What follows belongs to an exercise in optimizing a design on an open flow for small area, a short achievable clock period and few clock cycles per item; a production flow would make more cautious choices. At most, simulation tests tie the RTL to the original design; equivalence was not proved.

old:
==> flow/design.v <==
package odss_pkg;
    localparam int SIDE_W = 5;                           
    localparam int IN_W   = 48;                          
    localparam int OUT_W  = 24;                          
    localparam logic [4:0] SIDE_RESET = 5'd4;              
    localparam logic [1023:0] T_WTS = 1024'h84218421428428427a59bc6384848484216379a58426842657842157000000004214214224242424342134210000000021212121000000000000000000000000;
    function automatic logic [31:0] f_wts(input logic [4:0] n);
        f_wts = T_WTS[32*n +: 32];
    endfunction
    localparam logic [191:0] T_VFAC = 192'he31aa4799510309184081000;
    function automatic logic [5:0] f_vfac(input logic [4:0] n);
        f_vfac = T_VFAC[6*n +: 6];
    endfunction
    localparam logic [255:0] T_HALF = 256'h80808080808080808080808080808080716255483d32292019120d0805020101;
    function automatic logic [7:0] f_half(input logic [4:0] n);
        f_half = T_HALF[8*n +: 8];
    endfunction
    localparam logic [2047:0] T_KIDX = 2048'he1e0dfdedddcdbdad9d8d7d6d5d4d3d2e2a9a8a7a6a5a4a3a2a1a09f9e9d9cd1e3aa797877767574737271706f6e9bd0e4ab7a51504f4e4d4c4b4a49486d9acfe5ac7b5231302f2e2d2c2b2a476c99cee6ad7c533219181716151429466b98cde7ae7d54331a090807061328456a97cce8af7e55341b0a0100051227446996cbe9b07f56351c0b0203041126436895caeab18057361d0c0d0e0f1025426794c9ebb28158371e1f2021222324416693c8ecb3825938393a3b3c3d3e3f406592c7edb4835a5b5c5d5e5f606162636491c6eeb58485868788898a8b8c8d8e8f90c5efb6b7b8b9babbbcbdbebfc0c1c2c3c4f0f1f2f3f4f5f6f7f8f9fafbfcfdfeff;
    function automatic logic [7:0] f_kidx(input logic [7:0] ab);
        f_kidx = T_KIDX[8*ab +: 8];
    endfunction
endpackage
module odss_front #(
    parameter int QD = 4
) (
    input  logic        i_clk,
    input  logic        i_rst_n,
    input  logic        i_pix_in,
    output logic        o_s_tready,
    input  logic        i_pv,
    input  logic [3:0]  i_pd,
    output logic        o_m_tvalid,
    input  logic        i_m_tready,
    output logic [23:0] o_m_tdata,
    output logic [0:0]  o_m_tuser
);
    localparam int CW = $clog2(QD + 2);
    logic          r_rdy;
    logic [CW-1:0] r_cred;       
    logic [CW-1:0] w_cred;
    logic          r_ov;
    logic [3:0]    r_od;
    logic [3:0]    r_q [QD];
    logic [CW-1:0] r_qn;
    logic [CW-1:0] w_qn;         
    logic          w_pop;
    logic          w_load;
    assign w_pop  = r_ov && i_m_tready;
    assign w_load = !r_ov || i_m_tready;
    assign w_cred = r_cred + CW'(i_pix_in) - CW'(w_pop);
    assign w_qn   = (w_load && r_qn != '0) ? r_qn - CW'(1) : r_qn;
    always_ff @(posedge i_clk) begin
        if (!i_rst_n) begin
            r_cred <= '0;
            r_rdy  <= 1'b1;
            r_ov   <= 1'b0;
            r_qn   <= '0;
        end else begin
            r_cred <= w_cred;
            r_rdy  <= (w_cred != CW'(QD + 1));
            if (w_load) begin
                r_ov <= (r_qn != '0) || i_pv;
            end
            r_qn <= w_qn + CW'(i_pv && !(w_load && r_qn == '0));
        end
    end
    always_ff @(posedge i_clk) begin
        if (w_load) begin
            r_od <= (r_qn != '0) ? r_q[0] : i_pd;
        end
        for (int i = 0; i < QD; i++) begin
            if (w_load && r_qn != '0) begin
                if (CW'(i) + CW'(1) < r_qn) begin
                    r_q[i] <= (i + 1 < QD) ? r_q[(i + 1) % QD] : i_pd;
                end else if (CW'(i) + CW'(1) == r_qn) begin
                    r_q[i] <= i_pd;
                end
            end else if (!w_load && CW'(i) == r_qn) begin
                r_q[i] <= i_pd;
            end
        end
    end
    assign o_s_tready = r_rdy;
    assign o_m_tvalid = r_ov;
    assign o_m_tdata  = {{8{r_od[2]}}, {8{r_od[1]}}, {8{r_od[0]}}};
    assign o_m_tuser  = r_od[3];
endmodule
module odss_back (
    input  logic        i_clk,
    input  logic        i_rst_n,
    input  logic [4:0]  i_cfg,      
    input  logic        i_beat,
    input  logic        i_mode,
    input  logic [47:0] i_data,
    output logic        o_pv,
    output logic [3:0]  o_pd        
);
    function automatic logic [6:0] f_wsum(input logic [11:0] x,
                                          input logic [31:0] wts);
        logic [6:0] s;
        s = {3'd0, x[3:0]};
        for (int i = 4; i < 12; i++) begin
            s = s + (x[i] ? {3'd0, wts[4*(i-4) +: 4]} : 7'd0);
        end
        f_wsum = s;
    endfunction
    function automatic logic [6:0] f_rsub(input logic [6:0] s,
                                          input logic [4:0] n,
                                          input int         k);
        logic [7:0] d;
        d = {1'b0, s >> k} - {3'b0, n};
        f_rsub = d[7] ? s : 7'((d[6:0] << k) | (s & 7'((1 << k) - 1)));
    endfunction
    function automatic logic f_lt(input logic [6:0] a, input logic [6:0] b);
        logic l;
        l = 1'b0;
        for (int i = 0; i < 7; i++) begin
            l = (~a[i] & b[i]) | ((~a[i] | b[i]) & l);
        end
        f_lt = l;
    endfunction
    function automatic logic f_eq(input logic [6:0] a, input logic [6:0] b);
        f_eq = (a == b);
    endfunction
    logic        r1_v, r1_pix;
    logic [11:0] r1_x, r1_y;
    logic [7:0]  r1_c [3];
    logic [4:0]  r_sn;
    logic        r_sb;
    logic        r2_v, r2_b;
    logic [4:0]  r2_n;
    logic [6:0]  r2_sx, r2_sy;
    logic [7:0]  r2_ph [3];
    logic [2:0]  r2_e;
    logic        r3_v, r3_b;
    logic [4:0]  r3_n;
    logic [5:0]  r3_sx, r3_sy;
    logic [7:0]  r3_t [3];
    logic        r4_v, r4_b;
    logic [4:0]  r4_n;
    logic [7:0]  r4_ab;
    logic [7:0]  r4_t [3];
    logic        r5_v, r5_b;
    logic [4:0]  r5_n;
    logic [7:0]  r5_k;
    logic [7:0]  r5_t [3];
    logic [31:0] w_wts;
    logic [5:0]  w_vfac;
    logic [15:0] w_p [3];
    logic [6:0]  w_sx3, w_sy3, w_sx4, w_sy4;
    logic [7:0]  w_half;
    logic        w_u;
    logic [7:0]  w_kd;
    logic [6:0]  w_kp;
    always_ff @(posedge i_clk) begin
        if (!i_rst_n) begin
            r1_v <= 1'b0;
            r2_v <= 1'b0;
            r3_v <= 1'b0;
            r4_v <= 1'b0;
            r5_v <= 1'b0;
            r_sb <= 1'b0;
        end else begin
            r1_v <= i_beat;
            r2_v <= r1_v && r1_pix;
            r3_v <= r2_v;
            r4_v <= r3_v;
            r5_v <= r4_v;
            if (r1_v && !r1_pix) begin
                r_sb <= 1'b1;
            end
        end
    end
    always_ff @(posedge i_clk) begin
        if (r1_v && !r1_pix) begin
            r_sn <= i_cfg;
        end
    end
    always_ff @(posedge i_clk) begin
        r1_pix  <= i_mode;
        r1_x    <= i_data[11:0];
        r1_y    <= i_data[23:12];
        r1_c[0] <= i_data[31:24];
        r1_c[1] <= i_data[39:32];
        r1_c[2] <= i_data[47:40];
    end
    assign w_wts   = odss_pkg::f_wts(r_sn);
    assign w_vfac  = odss_pkg::f_vfac(r_sn);
    always_comb begin
        for (int j = 0; j < 3; j++) begin
            w_p[j] = 16'(16'(r1_c[j]) * 16'(w_vfac) << 2)
                   + (r_sn[0] ? 16'(r1_c[j]) << 1 : 16'(r1_c[j]));
        end
    end
    always_ff @(posedge i_clk) begin
        r2_b  <= r_sb;
        r2_n  <= r_sn;
        r2_sx <= f_wsum(r1_x, w_wts);
        r2_sy <= f_wsum(r1_y, w_wts);
        for (int j = 0; j < 3; j++) begin
            r2_ph[j] <= r_sn[4] ? r1_c[j] : w_p[j][15:8];
            r2_e[j]  <= (r1_c[j] == 8'd128) && r_sn[0];
        end
    end
    assign w_sx3 = f_rsub(f_rsub(r2_sx, r2_n, 3), r2_n, 2);
    assign w_sy3 = f_rsub(f_rsub(r2_sy, r2_n, 3), r2_n, 2);
    always_ff @(posedge i_clk) begin
        r3_b  <= r2_b;
        r3_n  <= r2_n;
        r3_sx <= w_sx3[5:0];
        r3_sy <= w_sy3[5:0];
        for (int j = 0; j < 3; j++) begin
            r3_t[j] <= r2_ph[j] - 8'(r2_e[j]);
        end
    end
    assign w_sx4 = f_rsub(f_rsub({1'b0, r3_sx}, r3_n, 1), r3_n, 0);
    assign w_sy4 = f_rsub(f_rsub({1'b0, r3_sy}, r3_n, 1), r3_n, 0);
    always_ff @(posedge i_clk) begin
        r4_b  <= r3_b;
        r4_n  <= r3_n;
        r4_ab <= {w_sx4[3:0] - r3_n[4:1] + 4'd8,
                  w_sy4[3:0] - 4'(5'(r3_n - 5'd1) >> 1) + 4'd7};
        for (int j = 0; j < 3; j++) begin
            r4_t[j] <= r3_t[j];
        end
    end
    always_ff @(posedge i_clk) begin
        r5_b <= r4_b;
        r5_n <= r4_n;
        r5_k <= odss_pkg::f_kidx(r4_ab);
        for (int j = 0; j < 3; j++) begin
            r5_t[j] <= r4_t[j];
        end
    end
    assign w_half = odss_pkg::f_half(r5_n);
    assign w_u    = f_lt(r5_k[6:0], w_half[6:0]) && !r5_k[7] || w_half[7] && !r5_k[7];
    assign w_kd   = r5_k - w_half;
    assign w_kp   = w_u ? r5_k[6:0] : w_kd[6:0];
    assign o_pv = r5_v;
    always_comb begin
        o_pd[3] = r5_b;
        for (int j = 0; j < 3; j++) begin
            o_pd[j] = r5_b && (f_lt(w_kp, r5_t[j][7:1])
                               || (w_u && r5_t[j][0] && f_eq(w_kp, r5_t[j][7:1])));
        end
    end
endmodule
module ordered_dither_spiral_screen_unit (
    input  logic                          i_clk,
    input  logic                          i_rst_n,
    input  logic                          i_cfg_valid,
    output logic                          o_cfg_ready,
    input  logic [odss_pkg::SIDE_W-1:0]   i_cfg_data,     
    input  logic                          s_axis_tvalid,
    output logic                          s_axis_tready,
    input  logic [odss_pkg::IN_W-1:0]     s_axis_tdata,
    input  logic [0:0]                    s_axis_tuser,   
    output logic                          m_axis_tvalid,
    input  logic                          m_axis_tready,
    output logic [odss_pkg::OUT_W-1:0]    m_axis_tdata,
    output logic [0:0]                    m_axis_tuser    
);
    logic [4:0] r_cfg;           
    logic       w_beat;
    logic       w_pix_in;
    logic       w_pv;
    logic [3:0] w_pd;
    assign o_cfg_ready = 1'b1;
    always_ff @(posedge i_clk) begin
        if (!i_rst_n) begin
            r_cfg <= odss_pkg::SIDE_RESET;
        end else if (i_cfg_valid) begin
            if (i_cfg_data == '0) begin
                r_cfg <= 5'd1;
            end else if (i_cfg_data > 5'd16) begin
                r_cfg <= 5'd16;
            end else begin
                r_cfg <= i_cfg_data;
            end
        end
    end
    assign w_beat   = s_axis_tvalid && s_axis_tready;
    assign w_pix_in = w_beat && s_axis_tuser[0];
    odss_back u_back (
        .i_clk    (i_clk),
        .i_rst_n  (i_rst_n),
        .i_cfg    (r_cfg),
        .i_beat   (w_beat),
        .i_mode   (s_axis_tuser[0]),
        .i_data   (s_axis_tdata),
        .o_pv     (w_pv),
        .o_pd     (w_pd)
    );
    odss_front #(.QD(6)) u_out (
        .i_clk      (i_clk),
        .i_rst_n    (i_rst_n),
        .i_pix_in   (w_pix_in),
        .o_s_tready (s_axis_tready),
        .i_pv       (w_pv),
        .i_pd       (w_pd),
        .o_m_tvalid (m_axis_tvalid),
        .i_m_tready (m_axis_tready),
        .o_m_tdata  (m_axis_tdata),
        .o_m_tuser  (m_axis_tuser)
    );
endmodule
Settings: LEC_CHECK=0, ABC_AREA=1, CAP_MARGIN=20, CORE_MARGIN=2, CORE_UTILIZATION=40, PLACE_DENSITY=0.6, SETUP_SLACK_MARGIN=5, SLEW_MARGIN=20; clock period 10.0 ns.
run.sh (not shown) runs the stock make flow with config.mk's settings and CLKGATE_MAP_FILE= SYNTH_SCRIPT=/design/flow/synth_recipe.tcl, a recipe that flattens the netlist after the stock synthesis.
Edits applied to the flow inputs when going from old to new:
-- flow/design.v --
<<< old, line 127
    logic [7:0]  r1_c [3];
    logic [4:0]  r_sn;
    logic        r_sb;
    logic        r2_v, r2_b;
>>> new, line 127
    logic [7:0]  r1_c [3];
    logic [4:0]  r_sn;
    logic [5:0]  r_vf;           
    logic [31:0] r_wts;          
    logic        r_sb;
    logic        r2_v, r2_b;
<<< old, line 139
    logic        r4_v, r4_b;
    logic [4:0]  r4_n;
    logic [7:0]  r4_ab;
    logic [7:0]  r4_t [3];
    logic        r5_v, r5_b;
>>> new, line 141
    logic        r4_v, r4_b;
    logic [4:0]  r4_n;
    logic [7:0]  r4_m;
    logic [7:0]  r4_t [3];
    logic        r5_v, r5_b;
<<< old, line 149
    logic [15:0] w_p [3];
    logic [6:0]  w_sx3, w_sy3, w_sx4, w_sy4;
    logic [7:0]  w_half;
    logic        w_u;
>>> new, line 151
    logic [15:0] w_p [3];
    logic [6:0]  w_sx3, w_sy3, w_sx4, w_sy4;
    logic [4:0]  w_nm1;
    logic [7:0]  w_ab;
    logic [7:0]  w_half;
    logic        w_u;
<<< old, line 175
        if (r1_v && !r1_pix) begin
            r_sn <= i_cfg;
        end
    end
>>> new, line 179
        if (r1_v && !r1_pix) begin
            r_sn <= i_cfg;
            r_vf <= odss_pkg::f_vfac(i_cfg);
            r_wts <= odss_pkg::f_wts(i_cfg);
        end
    end
<<< old, line 185
        r1_c[2] <= i_data[47:40];
    end
    assign w_wts   = odss_pkg::f_wts(r_sn);
    assign w_vfac  = odss_pkg::f_vfac(r_sn);
    always_comb begin
        for (int j = 0; j < 3; j++) begin
>>> new, line 191
        r1_c[2] <= i_data[47:40];
    end
    assign w_wts   = r_wts;
    assign w_vfac  = r_vf;
    always_comb begin
        for (int j = 0; j < 3; j++) begin
<<< old, line 219
        r4_b  <= r3_b;
        r4_n  <= r3_n;
        r4_ab <= {w_sx4[3:0] - r3_n[4:1] + 4'd8,
                  w_sy4[3:0] - 4'(5'(r3_n - 5'd1) >> 1) + 4'd7};
        for (int j = 0; j < 3; j++) begin
            r4_t[j] <= r3_t[j];
        end
    end
    always_ff @(posedge i_clk) begin
        r5_b <= r4_b;
        r5_n <= r4_n;
        r5_k <= odss_pkg::f_kidx(r4_ab);
        for (int j = 0; j < 3; j++) begin
            r5_t[j] <= r4_t[j];
>>> new, line 225
        r4_b  <= r3_b;
        r4_n  <= r3_n;
        r4_m  <= {w_sx4[3:0], w_sy4[3:0]};
        for (int j = 0; j < 3; j++) begin
            r4_t[j] <= r3_t[j];
        end
    end
    assign w_nm1 = r4_n - 5'd1;
    assign w_ab  = {r4_m[7:4] - r4_n[4:1] + 4'd8, r4_m[3:0] - w_nm1[4:1] + 4'd7};
    always_ff @(posedge i_clk) begin
        r5_b <= r4_b;
        r5_n <= r4_n;
        r5_k <= odss_pkg::f_kidx(w_ab);
        for (int j = 0; j < 3; j++) begin
            r5_t[j] <= r4_t[j];
[summary]
From old to new the numbers moved as follows: via count of the first global-routing pass rose 725; area enclosed by the die boundary rose about 7%; compound-cell area share of the yosys netlist fell 2.7 points; path length in cells of the critical path fell about 11%; combined global-route utilization of all metal layers fell 0.81 points.
u_back.r2_ph[2][6] as the timing endpoint of the critical path was reported by old, and u_back.r2_ph[1][6] by new.
new vs. old: non-clock inverter instance count of the final layout went up by 78.
Looking at global-route wire length before repair, new sits 1.6% higher than old does.
Testbench counts of new, summed over its fixed seeds: cycles 13,275, items 12,795.
No functional check of the RTL was part of old.

==> separate check: timing with driven ports <==
Ports are ideal in the flow. The routed layouts listed here were re-timed in OpenROAD.
Step 1 assumes that a clkbuf_16 drives the clock port and a buf_2 every other input.
Step 2, shift: input delay + t, output delay - t, t = (earliest + latest rising clock arrival at the registers) / 2. This alone moves slack from input paths to output paths.
Three values: no drivers, after step 1, after step 2; two values: the first two.
run	shift t [ns]	setup slack, ns	worst register clock-pin slew, ns	worst data-port slew with drivers (ns)	cell pins on the clock port's net
old	0.635	4.833 / 4.833 / 4.833	0.07 / 0.07	0.12	1
new	0.578	5.319 / 5.319 / 5.319	0.06 / 0.06	0.05	1
After both steps setup and hold are still met in every run listed.
